What follows belongs to an exercise in optimizing a design on an open flow for small area and a short achievable clock period; a production flow would make more cautious choices. In this exercise RTL edits were held to simulation tests only and were not proved equivalent to the original.

--- design/flow/design.v ---
`default_nettype none
package arm_exec_pkg;
    typedef logic [32-1:0] word_t;
    typedef struct packed {
        logic n;
        logic z;
        logic c;
        logic v;
    } flags_t;
    typedef enum logic [3:0] {
        OP_EOR = 4'd1,
        OP_SUB = 4'd2,
        OP_ADD = 4'd4,
        OP_TST = 4'd8,
        OP_TEQ = 4'd9,
        OP_CMP = 4'd10,
        OP_ORR = 4'd12,
        OP_MOV = 4'd13,
        OP_BIC = 4'd14,
        OP_MVN = 4'd15
    } opcode_t;
    typedef enum logic [3:0] {
        COND_EQ = 4'd0,
        COND_NE = 4'd1,
        COND_CS = 4'd2,
        COND_CC = 4'd3,
        COND_MI = 4'd4,
        COND_PL = 4'd5,
        COND_VS = 4'd6,
        COND_VC = 4'd7,
        COND_HI = 4'd8,
        COND_LS = 4'd9,
        COND_GE = 4'd10,
        COND_LT = 4'd11,
        COND_GT = 4'd12,
        COND_LE = 4'd13,
        COND_AL = 4'd14
    } cond_t;
    typedef enum logic [1:0] {
        SHIFT_LSL = 2'd0,
        SHIFT_LSR = 2'd1,
        SHIFT_ASR = 2'd2,
        SHIFT_ROR = 2'd3
    } shift_t;
    typedef enum logic [1:0] {
        FMT_DATA   = 2'd0,
        FMT_MEMORY = 2'd1,
        FMT_BRANCH = 2'd2
    } format_t;
endpackage
`default_nettype wire
`timescale 1ns/1ps
`default_nettype none
module operand_shifter (
    input  arm_exec_pkg::word_t inst,
    input  arm_exec_pkg::word_t rm_value,
    input  logic                is_memory,
    output arm_exec_pkg::word_t operand
);
    function automatic arm_exec_pkg::word_t rotate_right(
        input arm_exec_pkg::word_t value,
        input logic [4:0]          amount
    );
        logic [2*32-1:0] doubled;
        doubled = {value, value} >> amount;
        rotate_right = doubled[32-1:0];
    endfunction
    logic [4:0]           shift_amount;
    arm_exec_pkg::shift_t shift_type;
    arm_exec_pkg::word_t  shifted_rm;
    arm_exec_pkg::word_t  rotated_imm;
    arm_exec_pkg::word_t  offset;
    assign shift_amount = inst[11:7];
    assign shift_type   = arm_exec_pkg::shift_t'(inst[6:5]);
    always_comb begin
        case (shift_type)
            arm_exec_pkg::SHIFT_LSL: shifted_rm = rm_value << shift_amount;
            arm_exec_pkg::SHIFT_LSR: shifted_rm = rm_value >> shift_amount;
            arm_exec_pkg::SHIFT_ASR:
                shifted_rm = arm_exec_pkg::word_t'($signed(rm_value) >>> shift_amount);
            default: shifted_rm = rotate_right(rm_value, shift_amount);  
        endcase
    end
    assign rotated_imm = rotate_right({{(32-8){1'b0}}, inst[7:0]},
                                      {inst[11:8], 1'b0});
    assign offset = inst[25] ? shifted_rm
                                       : {{(32-12){1'b0}}, inst[11:0]};
    always_comb begin
        if (is_memory) begin
            operand = inst[23] ? offset : -offset;  
        end else begin
            operand = inst[25] ? rotated_imm : shifted_rm;
        end
    end
endmodule
`default_nettype wire
`timescale 1ns/1ps
`default_nettype none
module dataproc_alu (
    input  arm_exec_pkg::opcode_t opcode,
    input  arm_exec_pkg::word_t   rn_value,
    input  arm_exec_pkg::word_t   operand2,
    input  arm_exec_pkg::flags_t  flags_in,
    output arm_exec_pkg::word_t   result,
    output logic                  writes_rd,
    output arm_exec_pkg::flags_t  flags_out
);
    localparam int W = 32;
    logic [W:0] sum;
    logic [W:0] diff;
    logic       add_overflow;
    logic       sub_overflow;
    logic       carry;
    logic       overflow;
    logic       supported;
    assign sum  = {1'b0, rn_value} + {1'b0, operand2};
    assign diff = {1'b0, rn_value} - {1'b0, operand2};
    assign add_overflow = (rn_value[W-1] == operand2[W-1]) && (sum[W-1] != rn_value[W-1]);
    assign sub_overflow = (rn_value[W-1] != operand2[W-1]) && (diff[W-1] != rn_value[W-1]);
    always_comb begin
        result    = rn_value;
        writes_rd = 1'b1;
        carry     = 1'b0;    
        overflow  = 1'b0;
        supported = 1'b1;
        case (opcode)
            arm_exec_pkg::OP_EOR: result = rn_value ^ operand2;
            arm_exec_pkg::OP_SUB: begin
                result   = diff[W-1:0];
                carry    = ~diff[W];     
                overflow = sub_overflow;
            end
            arm_exec_pkg::OP_ADD: begin
                result   = sum[W-1:0];
                carry    = sum[W];
                overflow = add_overflow;
            end
            arm_exec_pkg::OP_TST: begin
                result    = rn_value & operand2;
                writes_rd = 1'b0;
            end
            arm_exec_pkg::OP_TEQ: begin
                result    = rn_value ^ operand2;
                writes_rd = 1'b0;
            end
            arm_exec_pkg::OP_CMP: begin
                result    = diff[W-1:0];
                writes_rd = 1'b0;
                carry     = ~diff[W];
                overflow  = sub_overflow;
            end
            arm_exec_pkg::OP_ORR: result = rn_value | operand2;
            arm_exec_pkg::OP_MOV: result = operand2;
            arm_exec_pkg::OP_BIC: result = rn_value & ~operand2;
            arm_exec_pkg::OP_MVN: result = ~operand2;
            default: begin
                writes_rd = 1'b0;
                supported = 1'b0;
            end
        endcase
    end
    always_comb begin
        if (supported) begin
            flags_out.n = result[W-1];
            flags_out.z = (result == '0);
            flags_out.c = carry;
            flags_out.v = overflow;
        end else begin
            flags_out = flags_in;    
        end
    end
endmodule
`default_nettype wire
`timescale 1ns/1ps
`default_nettype none
module condition_check (
    input  arm_exec_pkg::flags_t flags,
    input  arm_exec_pkg::cond_t  cond,
    output logic                 passes
);
    always_comb begin
        case (cond)
            arm_exec_pkg::COND_EQ: passes = flags.z;
            arm_exec_pkg::COND_NE: passes = ~flags.z;
            arm_exec_pkg::COND_CS: passes = flags.c;
            arm_exec_pkg::COND_CC: passes = ~flags.c;
            arm_exec_pkg::COND_MI: passes = flags.n;
            arm_exec_pkg::COND_PL: passes = ~flags.n;
            arm_exec_pkg::COND_VS: passes = flags.v;
            arm_exec_pkg::COND_VC: passes = ~flags.v;
            arm_exec_pkg::COND_HI: passes = flags.c & ~flags.z;      
            arm_exec_pkg::COND_LS: passes = ~flags.c | flags.z;      
            arm_exec_pkg::COND_GE: passes = (flags.n == flags.v);
            arm_exec_pkg::COND_LT: passes = (flags.n != flags.v);
            arm_exec_pkg::COND_GT: passes = ~flags.z & (flags.n == flags.v);
            arm_exec_pkg::COND_LE: passes = flags.z | (flags.n != flags.v);
            default: passes = 1'b1;
        endcase
    end
endmodule
`default_nettype wire
`timescale 1ns/1ps
`default_nettype none
module data_memory (
    input  logic                            clk,
    input  logic                            nreset,
    input  logic                            write_en,
    input  logic [8-1:0] write_addr,
    input  arm_exec_pkg::word_t             write_data,
    input  logic                            read_en,
    input  logic [8-1:0] read_addr,
    output arm_exec_pkg::word_t             read_data
);
    localparam int AW = 8;
    logic [7:0]    mem [0:256-1];
    logic [AW-1:0] read_addr_q;
    always_ff @(posedge clk) begin
        if (write_en) begin
            mem[write_addr]                 <= write_data[31:24];
            mem[write_addr + AW'(1)]        <= write_data[23:16];
            mem[write_addr + AW'(2)]        <= write_data[15:8];
            mem[write_addr + AW'(3)]        <= write_data[7:0];
        end
    end
    always_ff @(posedge clk) begin
        if (nreset) begin
            read_addr_q <= '0;
        end else if (read_en) begin
            read_addr_q <= read_addr;
        end
    end
    assign read_data = {mem[read_addr_q],
                        mem[read_addr_q + AW'(1)],
                        mem[read_addr_q + AW'(2)],
                        mem[read_addr_q + AW'(3)]};
endmodule
`default_nettype wire
`timescale 1ns/1ps
`default_nettype none
module executor (
    input  logic                 clk,
    input  logic                 nreset,
    input  logic                 enable,
    input  arm_exec_pkg::word_t  decoder_inst,
    input  arm_exec_pkg::word_t  rn_value,
    input  arm_exec_pkg::word_t  rd_rm_value,    
    input  arm_exec_pkg::word_t  pc,
    output logic                 ready,
    output arm_exec_pkg::flags_t cpsr,
    output logic                 condition_passes,
    output arm_exec_pkg::word_t  executor_inst,
    output logic                 update_pc,
    output arm_exec_pkg::word_t  new_pc,
    output logic                 update_rd,
    output arm_exec_pkg::word_t  rd_value
);
    localparam int BOW = 24;
    arm_exec_pkg::format_t fmt;
    arm_exec_pkg::word_t   operand;
    arm_exec_pkg::word_t   alu_result;
    arm_exec_pkg::flags_t  alu_flags;
    arm_exec_pkg::word_t   mem_addr_sum;
    arm_exec_pkg::word_t   mem_read_data;
    arm_exec_pkg::word_t   branch_offset;
    arm_exec_pkg::word_t   branch_target;
    arm_exec_pkg::word_t   link_value;
    arm_exec_pkg::word_t   next_result;
    arm_exec_pkg::word_t   result_q;
    logic                  alu_writes_rd;
    logic                  execute;
    logic                  is_data;
    logic                  is_memory_op;
    logic                  is_branch;
    logic                  is_link;
    logic                  mem_read_en;
    logic                  mem_write_en;
    logic                  next_update_rd;
    logic                  result_is_load;
    assign fmt = arm_exec_pkg::format_t'(decoder_inst[27:26]);
    condition_check u_condition_check (
        .flags  (cpsr),
        .cond   (arm_exec_pkg::cond_t'(decoder_inst[31:28])),
        .passes (condition_passes)
    );
    assign execute      = enable && condition_passes;
    assign is_data      = execute && (fmt == arm_exec_pkg::FMT_DATA);
    assign is_memory_op = execute && (fmt == arm_exec_pkg::FMT_MEMORY);
    assign is_branch    = execute && (fmt == arm_exec_pkg::FMT_BRANCH);
    assign is_link      = is_branch && decoder_inst[24];
    operand_shifter u_operand_shifter (
        .inst      (decoder_inst),
        .rm_value  (rd_rm_value),
        .is_memory (fmt == arm_exec_pkg::FMT_MEMORY),
        .operand   (operand)
    );
    dataproc_alu u_dataproc_alu (
        .opcode    (arm_exec_pkg::opcode_t'(decoder_inst[24:21])),
        .rn_value  (rn_value),
        .operand2  (operand),
        .flags_in  (cpsr),
        .result    (alu_result),
        .writes_rd (alu_writes_rd),
        .flags_out (alu_flags)
    );
    assign mem_addr_sum = rn_value + operand;
    assign mem_read_en  = is_memory_op && decoder_inst[20];
    assign mem_write_en = is_memory_op && !decoder_inst[20]
                          && !decoder_inst[25];
    data_memory u_data_memory (
        .clk        (clk),
        .nreset     (nreset),
        .write_en   (mem_write_en),
        .write_addr (mem_addr_sum[8-1:0]),
        .write_data (rd_rm_value),
        .read_en    (mem_read_en),
        .read_addr  (mem_addr_sum[8-1:0]),
        .read_data  (mem_read_data)
    );
    assign branch_offset = {{(32-BOW-2){decoder_inst[BOW-1]}},
                            decoder_inst[23:0], 2'b00};
    assign branch_target = pc + arm_exec_pkg::word_t'(8) + branch_offset;
    assign link_value    = pc + arm_exec_pkg::word_t'(4);
    assign next_update_rd = (is_data && alu_writes_rd) || is_link || mem_read_en;
    assign next_result    = is_branch ? link_value : alu_result;
    always_ff @(posedge clk) begin
        if (nreset) begin
            ready          <= 1'b0;
            executor_inst  <= '0;
            cpsr           <= '0;
            update_pc      <= 1'b0;
            new_pc         <= '0;
            update_rd      <= 1'b0;
            result_is_load <= 1'b0;
        end else begin
            ready <= enable;
            if (enable) begin
                executor_inst <= decoder_inst;
            end
            if (is_data && decoder_inst[20]) begin
                cpsr <= alu_flags;
            end
            update_pc <= is_branch;
            if (is_branch) begin
                new_pc <= branch_target;     
            end
            update_rd      <= next_update_rd;
            result_is_load <= mem_read_en;
        end
    end
    always_ff @(posedge clk) begin
        result_q <= next_result;
    end
    assign rd_value = !update_rd    ? '0 :
                      result_is_load ? mem_read_data : result_q;
endmodule
`default_nettype wire
--- design/flow/config.mk ---
export PLATFORM = sky130hd
export DESIGN_NAME = executor
export DESIGN_NICKNAME = executor
export VERILOG_FILES = /design/flow/design.v
export SDC_FILE = /design/flow/constraint.sdc
export NUM_CORES = 8
export LEC_CHECK = 0
export CAP_MARGIN = 20
export CORE_MARGIN = 2
export CORE_UTILIZATION = 30
export PLACE_DENSITY = 0.45
export SLEW_MARGIN = 20
--- design/flow/run.sh ---
#!/bin/bash
# synth_recipe.tcl (not shown) runs the flow's synth.tcl, then flattens the netlist and writes it again
# the make line also repeats each setting of config.mk as NAME=value (left out here)
make -C /OpenROAD-flow-scripts/flow DESIGN_CONFIG=/design/flow/config.mk WORK_HOME=/design/flow/orfs CLKGATE_MAP_FILE= SYNTH_SCRIPT=/design/flow/synth_recipe.tcl finish
--- design/flow/constraint.sdc ---
create_clock -name core_clock -period 10.0 [get_ports {clk}]
set_input_delay 2.0000 -clock core_clock [delete_from_list [all_inputs] [get_ports {clk}]]
set_output_delay 2.0000 -clock core_clock [all_outputs]
set_load 0.01 [all_outputs]
==> results.yml <==
power_and_ir_drop:
  max-vdd-ir-drop_v: 0.000134
  power.leakage_nw: 77.9
  p_per_area_nw_per_um2: 123
  power_mw: 31.0
place:
  gp_congestion: 1.06
  dp_hpwl_um: 921000
  place_ws_ns: 0.0563
  port_buffers: 234
synth:
  synth_edf_count: 2048
  ys_warn_count: 5
  avgSynthCellArea_um2: 9.04
  synthCells: 24000
  ys_seq_area_frac: 0.294
  synth_ff_type: "edfxtp_1"
  synthesis.nets: 24300
  synth.distinct_cells: 114
  synth_seq_cells: 2168
  synth.cell_area_um2: 217000
  synthArstFlopShare: 0
final_layout:
  area_growth_syn_to_layout_pct: 16.0
  drive_gt1_frac: 0.232
  final_nets: 24100
  fin_util: 0.349
floorplan:
  dieArea_um2: 731000
  core_um2: 721000
  pin_count: 235
  fp.dieH_um: 855
  initial_utilization: 0.301
  row_count: 312
  fp.dieW_um: 855
global_route:
  grt_start_max_net_pins: 138
  track_usage: 0.362
  grt_pass1_wl_um: 1830000
  grt_overflow_total: 0
  grt_pass1_vias: 201000
  antenna_found_initial: 226
setup_path:
  worstPathCellList: "inv_1, ha_4, buf_12, buf_4, mux4_2, mux4_2, mux4_2, mux4_2, mux2i_1, nor2b_1, clkdlybuf4s50_1"
  worst_ep_arrival_time_ns: 7.66
  critPathKind: "reg2out"
  cp_common_cell: "mux4_2"
  worst-path-max-fanout: 30
  path_buf_inv: 4
  worst_setup_path_end_kind: "primary output"
  crit_required_ns: 8.00
  cp_slowest_cell: "ha_4"
  setup.worst_path.start_class: "flop"
  cp_slowest_stage_delay_ns: 1.06
  cpLargestDelayFamily: "multiplexers"
clocking:
  ctsResizeCount: 0
  cts.path.max_buffers: 4
  htreeDepth: 5
  holdBufCountCts: 0
  clk_latency_ns: 1.12
  post-cts-setup-buffers: 0
  cts-root-buf: "clkbuf_16"
  cts.sinks: 2168
  cts.reportedPaths.clkPinSlew_ns: 0.06
  numCtsBuffers: 292
  cts_tree: "built"
sta:
  fin_crit_ns: 9.66
  worstMarginPinSlew_ns: 1.26
  hold_viol: 0
  timing.final.ws_setup_ns: 0.340
  max_slew_margin: 0.154
  max_clock_freq_mhz: 104
  fin_crit_sh: 0.966
  finClkSkew_ns: 0.0651
  final_max_slew_viol_count: 0
  finalSetupViolations: 0
  rsz0062_at_grt: "no"
  fin_setup_tns_ns: 0
drt:
  detail_route.wl_per_cell_um: 40.9
  viasPerCell: 6.85
  ant_nets: 0
  vias: 232000
  initialDrtViolationCount: 43800
  wl_um: 1380000
  drc_errors: 0
  drt_first_pass_iters: 10
worst_hold_path:
  hold_path.class: "reg2reg"
run_status:
  status: "finished clean"
flow_run:
  maxCapViolCount: 0
-- registers in the layout (all words and copies together) (netlist names), named ones only --
signal / cells
update_pc: 1
result_is_load: 1
u_data_memory.read_addr_q: 8
update_rd: 1
u_data_memory.mem: 2048
executor_inst: 32
result_q: 32
ready: 1
new_pc: 32
cpsr: 4
-- metal layers --
metal  GRT usage  wire length, µm
met1       0.459           493000
met2       0.498           559000
met3       0.156           226000
met4       0.237           106000
met5     0.00256             1090
-- cells in the final DEF (no fill, tap or decap), drive strengths merged, types with 55 or more instances in the layout --
cell type,instances
nand2,4619
a21oi,3749
o21ai,3522
mux4,2783
buf,2110
edfxtp,2048
nand3,1400
nor2,1167
clkbuf,353
diode,265
mux2i,203
clkdlybuf4s50,192
ha,163
inv,162
or4,126
dfxtp,120
clkinv,103
nor3,96
xnor2,76
or3,74
nor2b,55
-- report_power, final --
part,switching [mW],internal [mW]
clock,5.02,6.60
sequential,0.0553,9.98
combinational,6.45,2.88
total,11.5,19.5
-- area by class of cell --
type	count	area, µm²
fill	73100	470000
timing repair buffer	2302	21900
tap	9577	12000
antenna	265	663
inverter	146	548
sequential	2168	63900
multi-input combinational	18900	143000
clock buffer	353	7800
clock inverter	180	2130
-- cell usage after synthesis, types with 125 or more instances --
cell type / count / area [µm²]
ha_1: 163 / 2040
a21oi_1: 3748 / 18800
o21ai_0: 3516 / 17600
buf_1: 306 / 1150
nor2_1: 1166 / 4380
nand3_1: 1400 / 7010
nand2_1: 4619 / 17300
mux4_2: 2783 / 62700
edfxtp_1: 2048 / 61500
clkbuf_1: 2503 / 9400
or4_1: 125 / 938
inv_1: 142 / 533
mux2i_1: 202 / 2020
-- worst register-to-register path, cell delays in order (launching register included) --
cell,delay (ns)
dfxtp_1,0.54
xnor2_1,0.21
mux2i_1,0.10
or3_1,0.33
a21oi_1,0.13
a31oi_1,0.05
a21oi_1,0.67
nand3_1,0.22
nor3_2,0.98
buf_4,0.54
nand2_1,0.38
nor3_2,0.53
buf_12,0.41
nand2_1,0.51
nand2_1,0.15
a21oi_1,0.07
a21oi_1,0.21
o21ai_0,0.10
-- metrics by stage --
step,hold slack [ns],std cells,cell area [µm²]
final,0.452,33900,252000
after global routing,0.468,33700,251000
after CTS,0.453,33600,251000
after detailed placement,0.446,33100,241000
after global placement,0.439,33100,241000
after floorplan,0.476,24000,217000
-- logic make-up (layout without fill, tap and decap cells) --
| kind of cell | Yosys count | in the layout | share of synthesized area |
|---|---|---|---|
| flip-flops | 2168 | 2168 | 0.294 |
| multiplexers | 3034 | 3034 | 0.301 |
| XOR/XNOR | 119 | 119 | 0.00480 |
| AND/OR/NAND/NOR | 7727 | 7727 | 0.149 |
| AO/OA/AOI/OAI | 7818 | 7818 | 0.189 |
| other | 0 | 265 | 0 |
| adder cells (fa/ha/maj) | 166 | 166 | 0.00967 |
| buffers and inverters | 2992 | 2981 | 0.0525 |
-- final timing paths --
kind	startpoint	to	slack [ns]	depth (start not counted)
setup / recovery	u_data_memory.read_addr_q[0]$_SDFFE_PP0P_	rd_value[20]	0.34	11
hold reg to reg	new_pc[31]$_SDFFE_PP0P_	new_pc[31]$_SDFFE_PP0P_	0.45	2
hold / removal	new_pc[31]$_SDFFE_PP0P_	new_pc[31]$_SDFFE_PP0P_	0.45	2
setup reg to reg	cpsr[0]$_SDFFE_PP0P_	u_data_memory.mem[30][5]$_DFFE_PP_	3.62	17

==> port drivers added, routing unchanged <==
No port has a modelled driver above. Below, the same layout with a new extraction and two added sets of constraints.
Step 1 (the two cells are an assumption about what drives the block):
set clk [get_ports {clk}]
set_driving_cell -lib_cell sky130_fd_sc_hd__clkbuf_16 $clk
set_driving_cell -lib_cell sky130_fd_sc_hd__buf_2 [delete_from_list [all_inputs] $clk]
Step 2 also shifts input and output timing later by t, the mid clock arrival at the registers, as if the neighbouring blocks saw the same clock.
Slacks: ideal / step 1 / step 2; pairs: ideal / step 1.
t, ns: 1.224
setup slack, ns: 0.340 / 0.183 / -0.121
hold WS [ns]: 0.452 / 0.452 / 0.452
pins driven straight from the clock port: 1
Met with ideal ports but missed after step 2: setup timing in this run. For this run, drivers alone change the setup slack by -0.157 ns; drivers and shift together by -0.461 ns.
